This is an optimization exercise on Yosys and OpenROAD, whose aim is a short achievable clock period and few clock cycles, not a production implementation. Where RTL was checked, it was by simulation tests only, not by an equivalence proof against the original. The clock input has no modelled driver; a real chip could not lean on it and would need a root buffer or a full tree. No activity file was given, so power comes from the tool's default toggle rates.

==> v24 <==
Design sha256_msg_padder, start of the top module:
module sha256_msg_padder
#(
   parameter int unsigned DATA_WIDTH = 32
)
(
   input  logic                  clk,
   input  logic                  rst_n,
   input  logic                  i_valid,
   input  logic [DATA_WIDTH-1:0] i_data,
   input  logic                  i_last,
   input  logic [2:0]            i_last_bytes,
   output logic                  o_ready,
   output logic [511:0]          o_block,
   output logic [255:0]          o_hash_in,
   output logic                  o_load,
   input  logic [255:0]          i_digest,
   input  logic                  i_digest_valid,
   output logic [255:0]          o_digest,
   output logic                  o_done
);
==> module sha256_msg_padder, before the edit <==
module sha256_msg_padder
#(
   parameter int unsigned DATA_WIDTH = 32
)
(
   input  logic                  clk,
   input  logic                  rst_n,
   input  logic                  i_valid,
   input  logic [DATA_WIDTH-1:0] i_data,
   input  logic                  i_last,
   input  logic [2:0]            i_last_bytes,
   output logic                  o_ready,
   output logic [511:0]          o_block,
   output logic [255:0]          o_hash_in,
   output logic                  o_load,
   input  logic [255:0]          i_digest,
   input  logic                  i_digest_valid,
   output logic [255:0]          o_digest,
   output logic                  o_done
);
   logic [31:0]  bw [16];
   logic [15:0]  wsel;       
   logic [15:0]  above;      
   logic [15:0]  tmask;      
   logic [15:0]  ptail;      
   logic         b_fill;     
   logic         b_fin;      
   logic         b_ovf;      
   logic         b_full;     
   logic         b_first;    
   logic         b_final;    
   logic         mid_msg;    
   logic         f_fits;     
   logic         ovf_pend;   
   logic         ovf_pad;    
   logic [58:0]  wlen;       
   logic [58:0]  wlen_inc;
   logic [1:0]   lb;         
   logic [63:0]  len_bits;
   logic         len_wr;
   logic [255:0] hash_a;
   logic         busy;       
   logic         a_final;
   logic [31:0]  lw_word, in_word;
   logic         lw_pad, accept, nb4, copy, dv, w15;
   sha256_last_word u_last_word (
      .data        (i_data),
      .n           (i_last_bytes),
      .word        (lw_word),
      .pad_pending (lw_pad)
   );
   assign nb4       = lw_pad;
   assign in_word   = i_last ? lw_word : i_data;
   assign accept    = b_fill && i_valid;
   assign dv        = busy && i_digest_valid;
   assign copy      = b_full && (!busy || i_digest_valid);
   assign w15       = wsel[15];
   assign wlen_inc  = wlen + 59'd1;
   assign len_bits  = {wlen, lb, 3'b000};
   assign len_wr    = (b_fin && f_fits) || b_ovf;
   assign o_ready   = b_fill;
   assign o_hash_in = hash_a;
   always_ff @(posedge clk) begin
      for (int unsigned i = 0; i < 16; i++) begin
         if (wsel[i]) begin
            bw[i] <= in_word;
         end else if (tmask[i] || b_ovf) begin
            if (ptail[i] || (i == 0 && b_ovf && ovf_pad)) bw[i] <= {PAD_BYTE, 24'h0};
            else if (i == 14 && len_wr)                   bw[i] <= len_bits[63:32];
            else if (i == 15 && len_wr)                   bw[i] <= len_bits[31:0];
            else                                          bw[i] <= '0;
         end
      end
   end
   always_ff @(posedge clk or negedge rst_n) begin
      if (!rst_n) begin
         wsel     <= 16'd1;
         above    <= 16'hfffe;
         tmask    <= '0;
         ptail    <= '0;
         b_fill   <= 1'b1;
         b_fin    <= 1'b0;
         b_ovf    <= 1'b0;
         b_full   <= 1'b0;
         b_first  <= 1'b0;
         b_final  <= 1'b0;
         mid_msg  <= 1'b0;
         f_fits   <= 1'b0;
         ovf_pend <= 1'b0;
         ovf_pad  <= 1'b0;
         wlen     <= '0;
         lb       <= '0;
      end else begin
         tmask <= '0;
         ptail <= '0;
         b_fin <= 1'b0;
         b_ovf <= 1'b0;
         if (accept) begin
            wsel  <= {wsel[14:0], 1'b0};
            above <= {above[14:0], 1'b0};
            if (!i_last) begin
               wlen <= wlen_inc;
               if (w15) begin
                  b_fill  <= 1'b0;
                  b_full  <= 1'b1;
                  b_first <= !mid_msg;
                  b_final <= 1'b0;
                  mid_msg <= 1'b1;
               end
            end else begin
               if (nb4) wlen <= wlen_inc;
               lb      <= nb4 ? 2'd0 : i_last_bytes[1:0];
               f_fits  <= nb4 ? above[13] : above[14];
               b_first <= !mid_msg;
               b_fill  <= 1'b0;
               wsel    <= '0;
               if (w15) begin
                  b_full   <= 1'b1;
                  b_final  <= 1'b0;
                  mid_msg  <= 1'b1;
                  ovf_pend <= 1'b1;
                  ovf_pad  <= nb4;
               end else begin
                  b_fin <= 1'b1;
                  tmask <= above;
                  if (nb4) ptail <= {wsel[14:0], 1'b0};
               end
            end
         end
         if (b_fin) begin
            b_full  <= 1'b1;
            b_final <= f_fits;
            if (f_fits) begin
               wlen    <= '0;
               mid_msg <= 1'b0;
            end else begin
               mid_msg  <= 1'b1;
               ovf_pend <= 1'b1;
               ovf_pad  <= 1'b0;
            end
         end
         if (b_ovf) begin
            b_full  <= 1'b1;
            b_first <= 1'b0;
            b_final <= 1'b1;
            wlen    <= '0;
            mid_msg <= 1'b0;
         end
         if (copy) begin
            b_full <= 1'b0;
            if (ovf_pend) begin
               ovf_pend <= 1'b0;
               b_ovf    <= 1'b1;
            end else begin
               b_fill <= 1'b1;
               wsel   <= 16'd1;
               above  <= 16'hfffe;
            end
         end
      end
   end
   always_ff @(posedge clk) begin
      if (copy) begin
         for (int unsigned i = 0; i < 16; i++) o_block[511-32*i -: 32] <= bw[i];
      end
      if (copy && b_first)  hash_a <= SHA256_IV;
      else if (dv)          hash_a <= i_digest;
      if (dv && a_final)    o_digest <= i_digest;
   end
   always_ff @(posedge clk or negedge rst_n) begin
      if (!rst_n) begin
         busy    <= 1'b0;
         a_final <= 1'b0;
         o_load  <= 1'b0;
         o_done  <= 1'b0;
      end else begin
         o_load <= copy;
         o_done <= dv && a_final;
         if (copy) begin
            busy    <= 1'b1;
            a_final <= b_final;
         end else if (dv) begin
            busy <= 1'b0;
         end
      end
   end
endmodule
make LEC_CHECK=0 CAP_MARGIN=20 CORE_AREA='5 5 475 475' DIE_AREA='0 0 480 480' SETUP_SLACK_MARGIN=2.5 SLEW_MARGIN=20 finish   # period 4.0 ns
run.sh (not shown) runs the stock make flow with config.mk's settings and CLKGATE_MAP_FILE= SYNTH_SCRIPT=/design/flow/synth_recipe.tcl, a recipe that flattens the netlist after the stock synthesis.
==> v14 (differences from v24) <==
--- a/flow/design.v
+++ b/flow/design.v
@@ -68,7 +68,9 @@
    logic         ovf_pend;   
    logic         ovf_pad;    
    logic [58:0]  wlen;       
-   logic [58:0]  wlen_inc;
+   logic         inc_q;      
+   logic [58:0]  wlen_sum;
+   logic         init;       
    logic [1:0]   lb;         
    logic [63:0]  len_bits;
    logic         len_wr;
@@ -89,8 +91,8 @@
    assign dv        = busy && i_digest_valid;
    assign copy      = b_full && (!busy || i_digest_valid);
    assign w15       = wsel[15];
-   assign wlen_inc  = wlen + 59'd1;
-   assign len_bits  = {wlen, lb, 3'b000};
+   assign wlen_sum  = wlen + {58'd0, inc_q};
+   assign len_bits  = {wlen_sum, lb, 3'b000};
    assign len_wr    = (b_fin && f_fits) || b_ovf;
    assign o_ready   = b_fill;
    assign o_hash_in = hash_a;
@@ -108,11 +110,12 @@
    end
    always_ff @(posedge clk or negedge rst_n) begin
       if (!rst_n) begin
-         wsel     <= 16'd1;
-         above    <= 16'hfffe;
+         init     <= 1'b1;
+         wsel     <= '0;
+         above    <= '0;
          tmask    <= '0;
          ptail    <= '0;
-         b_fill   <= 1'b1;
+         b_fill   <= 1'b0;
          b_fin    <= 1'b0;
          b_ovf    <= 1'b0;
          b_full   <= 1'b0;
@@ -123,8 +126,17 @@
          ovf_pend <= 1'b0;
          ovf_pad  <= 1'b0;
          wlen     <= '0;
+         inc_q    <= 1'b0;
          lb       <= '0;
       end else begin
+         init  <= 1'b0;
+         if (init) begin
+            b_fill <= 1'b1;
+            wsel   <= 16'd1;
+            above  <= 16'hfffe;
+         end
+         wlen  <= wlen_sum;
+         inc_q <= accept && (!i_last || nb4);
          tmask <= '0;
          ptail <= '0;
          b_fin <= 1'b0;
@@ -133,7 +145,6 @@
             wsel  <= {wsel[14:0], 1'b0};
             above <= {above[14:0], 1'b0};
             if (!i_last) begin
-               wlen <= wlen_inc;
                if (w15) begin
                   b_fill  <= 1'b0;
                   b_full  <= 1'b1;
@@ -142,7 +153,6 @@
                   mid_msg <= 1'b1;
                end
             end else begin
-               if (nb4) wlen <= wlen_inc;
                lb      <= nb4 ? 2'd0 : i_last_bytes[1:0];
                f_fits  <= nb4 ? above[13] : above[14];
                b_first <= !mid_msg;
@@ -193,13 +203,21 @@
          end
       end
    end
+   logic [511:0] blk_b;
+   logic [255:0] hash_nxt;
+   logic         hash_iv, hash_dg, dig_ld;
+   always_comb begin
+      for (int unsigned i = 0; i < 16; i++) blk_b[511-32*i -: 32] = bw[i];
+   end
+   assign hash_iv  = copy && b_first;
+   assign hash_dg  = dv && !hash_iv;
+   assign dig_ld   = dv && a_final;
+   assign hash_nxt = ({256{hash_iv}} & SHA256_IV) | ({256{hash_dg}} & i_digest) |
+                     ({256{!hash_iv && !hash_dg}} & hash_a);
    always_ff @(posedge clk) begin
-      if (copy) begin
-         for (int unsigned i = 0; i < 16; i++) o_block[511-32*i -: 32] <= bw[i];
-      end
-      if (copy && b_first)  hash_a <= SHA256_IV;
-      else if (dv)          hash_a <= i_digest;
-      if (dv && a_final)    o_digest <= i_digest;
+      o_block  <= ({512{copy}} & blk_b) | ({512{!copy}} & o_block);
+      hash_a   <= hash_nxt;
+      o_digest <= ({256{dig_ld}} & i_digest) | ({256{!dig_ld}} & o_digest);
    end
    always_ff @(posedge clk or negedge rst_n) begin
       if (!rst_n) begin
==> notes <==
v14 finished but fails on negative hold slack. v24 finished clean. In v24 the register-to-register slack is better than in v14, by 0.30 ns. Routed wire length: v24 is lower than v14 (about 5%). In v14 the non-clock buffer count is higher than in v24, by 42. In v14 the maximum frequency is smaller than in v24, by 9.2%.
==> figures <==
quantity	v14	v24
Result of the run	complete, but fails checks	no timing/DRC/antenna violations
Violated checks	negative hold slack	-
Ratio of layout area to synthesized area	1.6152x	1.6218x
Multiplexer share of the synthesized area	0.07067%	0.06981%
Reg-to-reg critical path endpoint	bw[14][26]$_DFFE_PP_	wlen[38]$_DFF_PN0_
Origin of the worst setup path	wlen[9]$_DFF_PN0_	b_fill$_DFF_PN1_
Antenna violations before repair	96	60
Total clock buffers created by CTS	176	173
Met2 wirelength from detailed routing	147.6 mm	136.4 mm
Pin count of the biggest net entering global routing	88	106
Clock buffer instance count of the final layout	231	223
No functional check of the RTL was part of any run of this note.


==> inputs of build 75 <==
==> flow/design.v <==
package sha256_pkg;
   localparam logic [255:0] SHA256_IV = {
      32'h6a09e667, 32'hbb67ae85, 32'h3c6ef372, 32'ha54ff53a,
      32'h510e527f, 32'h9b05688c, 32'h1f83d9ab, 32'h5be0cd19
   };
   localparam logic [7:0] PAD_BYTE = 8'h80;
   localparam logic [1:0] FILL  = 2'd0;
   localparam logic [1:0] PAD   = 2'd1;
   localparam logic [1:0] ISSUE = 2'd2;
   localparam logic [1:0] WAIT  = 2'd3;
endpackage
import sha256_pkg::*;
module sha256_last_word
(
   input  logic [31:0] data,
   input  logic [2:0]  n,
   output logic [31:0] word,
   output logic        pad_pending
);
   logic [2:0] nb;
   always_comb begin
      nb   = (n > 3'd4) ? 3'd4 : n;   
      word = '0;
      for (int unsigned b = 0; b < 4; b++) begin
         if (b < 32'(nb)) begin
            word[31-8*b -: 8] = data[31-8*b -: 8];
         end else if (b == 32'(nb)) begin
            word[31-8*b -: 8] = PAD_BYTE;
         end
      end
      pad_pending = (nb == 3'd4);
   end
endmodule
import sha256_pkg::*;
module sha256_msg_padder
#(
   parameter int unsigned DATA_WIDTH = 32
)
(
   input  logic                  clk,
   input  logic                  rst_n,
   input  logic                  i_valid,
   input  logic [DATA_WIDTH-1:0] i_data,
   input  logic                  i_last,
   input  logic [2:0]            i_last_bytes,
   output logic                  o_ready,
   output logic [511:0]          o_block,
   output logic [255:0]          o_hash_in,
   output logic                  o_load,
   input  logic [255:0]          i_digest,
   input  logic                  i_digest_valid,
   output logic [255:0]          o_digest,
   output logic                  o_done
);
   logic [31:0]  bw [16];
   logic [15:0]  wsel;       
   logic [15:0]  above;      
   logic [15:0]  tmask;      
   logic [15:0]  ptail;      
   logic         init;       
   logic         b_fill;     
   logic         b_fin;      
   logic         b_ovf;      
   logic         b_lw;       
   logic         b_full;     
   logic         b_first;    
   logic         b_final;    
   logic         mid_msg;    
   logic         f_fits;     
   logic         ovf_pend;   
   logic         ovf_pad;    
   logic [1:0]   lb;         
   logic [58:0]  wlen;
   logic         inc_q;      
   logic [7:1]   cy;         
   logic         settled;    
   logic         wlen_clr;
   logic [63:0]  len_bits;
   logic         len_go;
   logic         busy;       
   logic         a_final;
   logic         have_dig;   
   logic [31:0]  lw_word, in_word;
   logic         lw_pad, accept, nb4, copy, dv, w15;
   sha256_last_word u_last_word (
      .data        (i_data),
      .n           (i_last_bytes),
      .word        (lw_word),
      .pad_pending (lw_pad)
   );
   assign nb4       = lw_pad;
   assign in_word   = i_last ? lw_word : i_data;
   assign accept    = b_fill && i_valid;
   assign dv        = busy && i_digest_valid;
   assign copy      = b_full && (!busy || i_digest_valid);
   assign w15       = wsel[15];
   assign settled   = !inc_q && (cy == '0);
   assign len_go    = settled && (b_lw || (b_fin && f_fits) || b_ovf);
   assign wlen_clr  = len_go;
   assign len_bits  = {wlen, lb, 3'b000};
   assign o_ready   = b_fill;
   always_ff @(posedge clk or negedge rst_n) begin
      if (!rst_n) begin
         wlen  <= '0;
         inc_q <= 1'b0;
         cy    <= '0;
      end else begin
         inc_q <= accept && (!i_last || nb4);
         if (wlen_clr) begin
            wlen <= '0;
            cy   <= '0;
         end else begin
            wlen[7:0] <= wlen[7:0] + {7'd0, inc_q};
            cy[1]     <= inc_q && (wlen[7:0] == 8'hff);
            for (int unsigned c = 1; c < 7; c++) begin
               wlen[8*c +: 8] <= wlen[8*c +: 8] + {7'd0, cy[c]};
               cy[c+1]        <= cy[c] && (wlen[8*c +: 8] == 8'hff);
            end
            wlen[58:56] <= wlen[58:56] + {2'd0, cy[7]};
         end
      end
   end
   always_ff @(posedge clk) begin
      for (int unsigned i = 0; i < 16; i++) begin
         if (wsel[i]) begin
            bw[i] <= in_word;
         end else if (i >= 14 && len_go) begin
            bw[i] <= (i == 14) ? len_bits[63:32] : len_bits[31:0];
         end else if (tmask[i] || b_ovf) begin
            if (ptail[i] || (i == 0 && ovf_pad)) bw[i] <= {PAD_BYTE, 24'h0};
            else                                 bw[i] <= '0;
         end
      end
   end
   always_ff @(posedge clk or negedge rst_n) begin
      if (!rst_n) begin
         init     <= 1'b1;
         wsel     <= '0;
         above    <= '0;
         tmask    <= '0;
         ptail    <= '0;
         b_fill   <= 1'b0;
         b_fin    <= 1'b0;
         b_ovf    <= 1'b0;
         b_lw     <= 1'b0;
         b_full   <= 1'b0;
         b_first  <= 1'b0;
         b_final  <= 1'b0;
         mid_msg  <= 1'b0;
         f_fits   <= 1'b0;
         ovf_pend <= 1'b0;
         ovf_pad  <= 1'b0;
         lb       <= '0;
      end else begin
         init  <= 1'b0;
         b_fin <= 1'b0;
         b_ovf <= 1'b0;
         tmask <= '0;
         ptail <= '0;
         if (init) begin
            b_fill <= 1'b1;
            wsel   <= 16'd1;
            above  <= 16'hfffe;
         end
         if (accept) begin
            wsel  <= {wsel[14:0], 1'b0};
            above <= {above[14:0], 1'b0};
            if (!i_last) begin
               if (w15) begin
                  b_fill  <= 1'b0;
                  b_full  <= 1'b1;
                  b_first <= !mid_msg;
                  b_final <= 1'b0;
                  mid_msg <= 1'b1;
               end
            end else begin
               lb      <= nb4 ? 2'd0 : i_last_bytes[1:0];
               f_fits  <= nb4 ? above[13] : above[14];
               b_first <= !mid_msg;
               b_fill  <= 1'b0;
               wsel    <= '0;
               if (w15) begin
                  b_full   <= 1'b1;
                  b_final  <= 1'b0;
                  mid_msg  <= 1'b1;
                  ovf_pend <= 1'b1;
                  ovf_pad  <= nb4;
               end else begin
                  b_fin   <= 1'b1;
                  tmask   <= above;
                  ptail   <= nb4 ? {wsel[14:0], 1'b0} : 16'd0;
                  ovf_pad <= 1'b0;
               end
            end
         end
         if (b_fin && !f_fits) begin
            b_full   <= 1'b1;
            b_final  <= 1'b0;
            mid_msg  <= 1'b1;
            ovf_pend <= 1'b1;
         end
         if (b_ovf) begin
            b_first <= 1'b0;
         end
         if ((b_fin && f_fits) || b_ovf) begin
            b_lw <= 1'b1;
         end
         if (len_go) begin
            b_lw    <= 1'b0;
            b_full  <= 1'b1;
            b_final <= 1'b1;
            mid_msg <= 1'b0;
         end
         if (copy) begin
            b_full <= 1'b0;
            if (ovf_pend) begin
               ovf_pend <= 1'b0;
               b_ovf    <= 1'b1;
            end else begin
               b_fill <= 1'b1;
               wsel   <= 16'd1;
               above  <= 16'hfffe;
            end
         end
      end
   end
   logic [511:0] blk_b;
   logic         blk_hold, nxt_first, iv_now, dig_ld, have_h;
   always_comb begin
      for (int unsigned i = 0; i < 16; i++) blk_b[511-32*i -: 32] = bw[i];
   end
   assign blk_hold  = busy && !i_digest_valid;
   assign nxt_first = b_full && b_first;
   assign iv_now    = nxt_first && !busy;
   assign dig_ld    = dv && a_final;
   always_ff @(posedge clk) begin
      o_block   <= blk_hold ? (o_block & {512{busy}}) : blk_b;
      o_hash_in <= dv ? (nxt_first ? SHA256_IV : i_digest)
                      : (iv_now ? SHA256_IV : (o_hash_in & {256{have_h}}));
      o_digest  <= dig_ld ? i_digest : (o_digest & {256{have_dig}});
   end
   always_ff @(posedge clk or negedge rst_n) begin
      if (!rst_n) begin
         busy     <= 1'b0;
         a_final  <= 1'b0;
         have_dig <= 1'b0;
         have_h   <= 1'b0;
         o_load   <= 1'b0;
         o_done   <= 1'b0;
      end else begin
         o_load <= copy;
         o_done <= dig_ld;
         if (dig_ld) have_dig <= 1'b1;
         if (dv || iv_now) have_h <= 1'b1;
         if (copy) begin
            busy    <= 1'b1;
            a_final <= b_final;
         end else if (dv) begin
            busy <= 1'b0;
         end
      end
   end
endmodule
==> flow/flow/run.sh <==
#!/bin/bash
# The standard layout with a hand-built clock tree in place of TritonCTS
# (pre_cts.tcl, manual_cts.tcl): the clock port drives four buffers, each
# drives 16 leaf buffers, each leaf about 28 flip-flops. Make's output goes
# to run_make.log; each ORFS step also writes its own log under orfs/logs.
set -euo pipefail
export PRE_CTS_TCL="$(pwd)/flow/pre_cts.tcl"
bash standard.sh finish > run_make.log 2>&1
==> flow/flow/manual_cts.tcl <==

proc mcts_split {items axis depth} {
  # splits items ({x y payload} lists) into 2^depth groups
  if {$depth == 0} { return [list $items] }
  set sorted [lsort -real -index $axis $items]
  set h [expr {[llength $sorted] / 2}]
  set a [lrange $sorted 0 [expr {$h - 1}]]
  set b [lrange $sorted $h end]
  set nax [expr {1 - $axis}]
  return [concat [mcts_split $a $nax [expr {$depth - 1}]] [mcts_split $b $nax [expr {$depth - 1}]]]
}

proc mcts_centroid {items} {
  set sx 0.0; set sy 0.0
  foreach it $items { set sx [expr {$sx + [lindex $it 0]}]; set sy [expr {$sy + [lindex $it 1]}] }
  set n [llength $items]
  return [list [expr {$sx / $n}] [expr {$sy / $n}]]
}

proc mcts_place {inst x y} {
  set m [$inst getMaster]
  set w [$m getWidth]; set h [$m getHeight]
  $inst setLocation [expr {int($x - $w / 2)}] [expr {int($y - $h / 2)}]
  $inst setPlacementStatus PLACED
}

# depths: increasing bisection depths of the buffer levels, e.g. {2 6} for
# four first-level buffers driving 64 last-level buffers.
proc build_manual_clock_tree {clk_name depths buf_cell} {
  set block [ord::get_db_block]
  set db [ord::get_db]
  set master [$db findMaster $buf_cell]
  set clknet [$block findNet $clk_name]
  set items {}
  foreach it [$clknet getITerms] {
    set bb [[$it getInst] getBBox]
    lappend items [list [expr {([$bb xMin] + [$bb xMax]) / 2.0}] [expr {([$bb yMin] + [$bb yMax]) / 2.0}] $it]
  }
  set dmax [lindex $depths end]
  puts "manual cts: [llength $items] sinks, buffer levels at depths $depths"
  set groups [mcts_split $items 0 $dmax]
  # sinks of each group: the flip-flop pins, as {x y iterm}
  set level [expr {[llength $depths] - 1}]
  set prevd $dmax
  while {$level >= 0} {
    set d [lindex $depths $level]
    # merge groups of the finer split into groups at depth d
    set per [expr {1 << ($prevd - $d)}]
    if {$level == [llength $depths] - 1} { set per 1 }
    set merged {}
    for {set g 0} {$g < [llength $groups]} {incr g $per} {
      set m {}
      foreach gg [lrange $groups $g [expr {$g + $per - 1}]] { set m [concat $m $gg] }
      lappend merged $m
    }
    set next {}
    set bi 0
    foreach grp $merged {
      set c [mcts_centroid $grp]
      set inst [odb::dbInst_create $block $master "mcts_l${level}_$bi"]
      set net [odb::dbNet_create $block "mcts_net_l${level}_$bi"]
      $net setSigType CLOCK
      foreach it $grp {
        set iterm [lindex $it 2]
        $iterm disconnect
        $iterm connect $net
      }
      [$inst findITerm X] connect $net
      mcts_place $inst [lindex $c 0] [lindex $c 1]
      lappend next [list [list [lindex $c 0] [lindex $c 1] [$inst findITerm A]]]
      incr bi
    }
    set groups $next
    set prevd $d
    incr level -1
  }
  foreach grp $groups { foreach it $grp { [lindex $it 2] connect $clknet } }
  $clknet setSigType CLOCK
}
==> flow/flow/pre_cts.tcl <==
# Sourced by ORFS's cts.tcl before clock tree synthesis: builds the clock
# tree by hand (manual_cts.tcl) and turns clock_tree_synthesis into a no-op,
# so the rest of the CTS step (legalization, timing repair) runs on it.
source [file join [file dirname [info script]] manual_cts.tcl]
build_manual_clock_tree clk {2 4 7} sky130_fd_sc_hd__clkbuf_16
rename clock_tree_synthesis mcts_tritoncts
proc clock_tree_synthesis {args} {
  puts "manual cts: clock_tree_synthesis $args skipped, the tree is built"
  set_propagated_clock [all_clocks]
}
==> flow/standard.sh <==
#!/bin/bash
# synth_recipe.tcl (not shown) runs the flow's synth.tcl, then flattens the netlist and writes it again
# the make line also repeats each setting of config.mk as NAME=value (left out here)
make -C /OpenROAD-flow-scripts/flow DESIGN_CONFIG=/design/flow/config.mk WORK_HOME=/design/flow/orfs CLKGATE_MAP_FILE= SYNTH_SCRIPT=/design/flow/synth_recipe.tcl "${@:-finish}"
==> flow/config.mk <==
export PLATFORM = sky130hd
export DESIGN_NAME = sha256_msg_padder
export DESIGN_NICKNAME = sha256_msg_padder
export VERILOG_FILES = /design/flow/design.v
export SDC_FILE = /design/flow/constraint.sdc
export NUM_CORES = 4
export LEC_CHECK = 0
export CAP_MARGIN = 20
export CORE_AREA = 5 5 475 475
export DIE_AREA = 0 0 480 480
export HOLD_SLACK_MARGIN = 0.05
export SETUP_SLACK_MARGIN = 2.5
export SLEW_MARGIN = 20
==> flow/constraint.sdc <==
create_clock -name core_clock -period 4.0 [get_ports {clk}]
set_input_delay 0.8000 -clock core_clock [delete_from_list [all_inputs] [get_ports {clk}]]
set_output_delay 0.8000 -clock core_clock [all_outputs]
set_load 0.01 [all_outputs]
==> build 67: changes against build 75 <==
--- a/flow/design.v
+++ b/flow/design.v
@@ -59,2 +59,5 @@
    logic [15:0]  ptail;      
+   logic [15:0]  jsel;       
+   logic [31:0]  keepm;      
+   logic [31:0]  padm;       
    logic         init;       
@@ -82,3 +85,4 @@
    logic         have_dig;   
-   logic [31:0]  lw_word, in_word;
+   logic [31:0]  lw_word, in_word, lw_keep, lw_padb;
+   logic [2:0]   nbc;
    logic         lw_pad, accept, nb4, copy, dv, w15;
@@ -91,3 +95,10 @@
    assign nb4       = lw_pad;
-   assign in_word   = i_last ? lw_word : i_data;
+   assign in_word   = i_data;
+   assign nbc       = (i_last_bytes > 3'd4) ? 3'd4 : i_last_bytes;
+   always_comb begin
+      for (int unsigned b = 0; b < 4; b++) begin
+         lw_keep[31-8*b -: 8] = (32'(nbc) > b)  ? 8'hff : 8'h00;
+         lw_padb[31-8*b -: 8] = (32'(nbc) == b) ? PAD_BYTE : 8'h00;
+      end
+   end
    assign accept    = b_fill && i_valid;
@@ -97,3 +108,3 @@
    assign settled   = !inc_q && (cy == '0);
-   assign len_go    = settled && (b_lw || (b_fin && f_fits) || b_ovf);
+   assign len_go    = settled && b_lw;
    assign wlen_clr  = len_go;
@@ -126,2 +137,4 @@
             bw[i] <= in_word;
+         end else if (jsel[i]) begin
+            bw[i] <= (bw[i] & keepm) | padm;
          end else if (i >= 14 && len_go) begin
@@ -141,2 +154,5 @@
          ptail    <= '0;
+         jsel     <= '0;
+         keepm    <= '0;
+         padm     <= '0;
          b_fill   <= 1'b0;
@@ -159,2 +175,3 @@
          ptail <= '0;
+         jsel  <= '0;
          if (init) begin
@@ -181,14 +198,9 @@
                wsel    <= '0;
-               if (w15) begin
-                  b_full   <= 1'b1;
-                  b_final  <= 1'b0;
-                  mid_msg  <= 1'b1;
-                  ovf_pend <= 1'b1;
-                  ovf_pad  <= nb4;
-               end else begin
-                  b_fin   <= 1'b1;
-                  tmask   <= above;
-                  ptail   <= nb4 ? {wsel[14:0], 1'b0} : 16'd0;
-                  ovf_pad <= 1'b0;
-               end
+               b_fin   <= 1'b1;
+               jsel    <= wsel;
+               keepm   <= lw_keep;
+               padm    <= lw_padb;
+               tmask   <= above;
+               ptail   <= nb4 ? {wsel[14:0], 1'b0} : 16'd0;
+               ovf_pad <= nb4 && w15;
             end
==> flow/flow/run.sh (replaced) <==
#!/bin/bash
# The standard layout with a hand-built clock tree in place of TritonCTS
# (pre_cts.tcl, manual_cts.tcl). Make's output goes to run_make.log; each
# ORFS step also writes its own log under orfs/logs.
set -euo pipefail
export PRE_CTS_TCL="$(pwd)/flow/pre_cts.tcl"
bash standard.sh finish > run_make.log 2>&1
--- a/flow/flow/manual_cts.tcl
+++ b/flow/flow/manual_cts.tcl
@@ -27,7 +27,7 @@
 # depths: increasing bisection depths of the buffer levels, e.g. {2 6} for
-# four first-level buffers driving 64 last-level buffers.
-proc build_manual_clock_tree {clk_name depths buf_cell} {
+# four first-level buffers driving 64 last-level buffers; cells: the cell of
+# each level (an even number of inverting levels keeps the clock's sense).
+proc build_manual_clock_tree {clk_name depths cells} {
   set block [ord::get_db_block]
   set db [ord::get_db]
-  set master [$db findMaster $buf_cell]
   set clknet [$block findNet $clk_name]
@@ -57,2 +57,8 @@
     set bi 0
+    set master [$db findMaster [lindex $cells $level]]
+    set mterms [$master getMTerms]
+    foreach mt $mterms {
+      if {[$mt getSigType] ne "SIGNAL"} { continue }
+      if {[$mt getIoType] eq "INPUT"} { set in_pin [$mt getName] } else { set out_pin [$mt getName] }
+    }
     foreach grp $merged {
@@ -67,5 +73,5 @@
       }
-      [$inst findITerm X] connect $net
+      [$inst findITerm $out_pin] connect $net
       mcts_place $inst [lindex $c 0] [lindex $c 1]
-      lappend next [list [list [lindex $c 0] [lindex $c 1] [$inst findITerm A]]]
+      lappend next [list [list [lindex $c 0] [lindex $c 1] [$inst findITerm $in_pin]]]
       incr bi
==> flow/flow/pre_cts.tcl (replaced) <==
# Sourced by ORFS's cts.tcl before clock tree synthesis. It replaces
# clock_tree_synthesis with a hand-built tree (manual_cts.tcl), built when
# cts.tcl calls clock_tree_synthesis, so the rest of the CTS step
# (legalization, timing repair) runs on it. Three levels of clock buffers:
# 4 driven by the clock port, then 16 and 128, each driving the next level's
# buffers in its region; the last level drives the flip-flops.
source [file join [file dirname [info script]] manual_cts.tcl]
rename clock_tree_synthesis mcts_tritoncts
proc clock_tree_synthesis {args} {
  puts "manual cts: clock_tree_synthesis $args replaced by the manual tree"
  set buf sky130_fd_sc_hd__clkbuf_16
  build_manual_clock_tree clk {2 4 7} [list $buf $buf $buf]
  set_propagated_clock [all_clocks]
}
- SETUP_SLACK_MARGIN: 2.5 -> 2.2
==> qor summary <==
	build 75	build 67
Run status	finished clean	finished clean
Initial antenna violation count	93	91
Share of async-settable or async-resettable flops after synthesis	0.0890	0.102
Slew at the pin with the worst max-slew slack	1.15 ns	1.23 ns
Simple-gate portion of the synthesized area	0.218	0.223
Reported leakage power	47.9 nW	38.4 nW
Share of cell area taken by muxes after synthesis	0.000589	0.000469
Total Routed Length	387000 µm	353000 µm
Post-route cell area	108000 µm²	90600 µm²
Top power group	combinational logic	registers
Amount of wire on met3 after detailed routing	38400 µm	33100 µm
Hpwl dp	221000 µm	255000 µm
Count of inverters other than clock inverters in the layout	16	14
Total routing usage reported by global routing	0.303	0.288
Routed wirelength normalized by instance count	35.0 µm	30.9 µm
Synthesized area	59500 µm²	64000 µm²
Sequential portion of the cell area	0.382	0.464
Fraction of final layout cells sized beyond drive strength 1	0.637	0.322
Synthesized area per cell	10.2 µm²	8.99 µm²
Number of setup buffers added after CTS	516	157
Launch point of the worst reg-to-reg path	b_ovf	b_lw
Share of total power in sequential cells	0.352	0.418
Iter 0 DRT Violations	6303	5935
Fin util	0.493	0.412
Count of multi-input gates	3795	4848
Testbench counts of build 75, summed over its fixed seeds: cycles 5,957.
Testbench counts of build 67, summed over its fixed seeds: cycles 5,962.
No run of this note takes its clock network from TritonCTS; it comes from the design's own scripts or RTL.

[separate check: timing with driven ports]
In the flow no input, the clock included, has a driving cell. The finished layouts below were timed again as built, in two steps. Step 1 sets driving cells, clkbuf_16 on the clock port and buf_2 on the other inputs (assumed; they add their load-dependent delay and slew). Step 2, shift: input delay + t, output delay - t, t = (earliest + latest rising clock arrival at the registers) / 2. This alone moves slack from input paths to output paths. a / b / c = ideal ports / drivers / drivers and shift; a / b = the first two.
| run | t (ns) | slack for setup (ns) | hold slack, ns | clock arrival spread, ns | worst register clock-pin slew, ns | worst data-port slew with drivers (ns) |
|---|---|---|---|---|---|---|
| v24 | 0.885 | 1.675 / 1.577 / 0.996 | 0.067 / 0.008 / 0.380 | 0.062 / 0.061 | 0.07 / 0.07 | 0.23 |
| v14 | 0.903 | 1.440 / 1.440 / 1.059 | -0.058 / -0.118 / 0.398 | 0.064 / 0.065 | 0.07 / 0.07 | 0.34 |
| build 75 | 0.795 | 1.846 / 1.762 / 1.441 | 0.224 / 0.043 / 0.437 | 0.087 / 0.087 | 0.09 / 0.09 | 0.41 |
| build 67 | 0.791 | 1.852 / 1.804 / 1.626 | 0.259 / 0.164 / 0.440 | 0.070 / 0.070 | 0.08 / 0.08 | 0.31 |
The setup slack of v24, which loses most, moves by -0.098 ns with the drivers and by -0.679 ns with both steps.
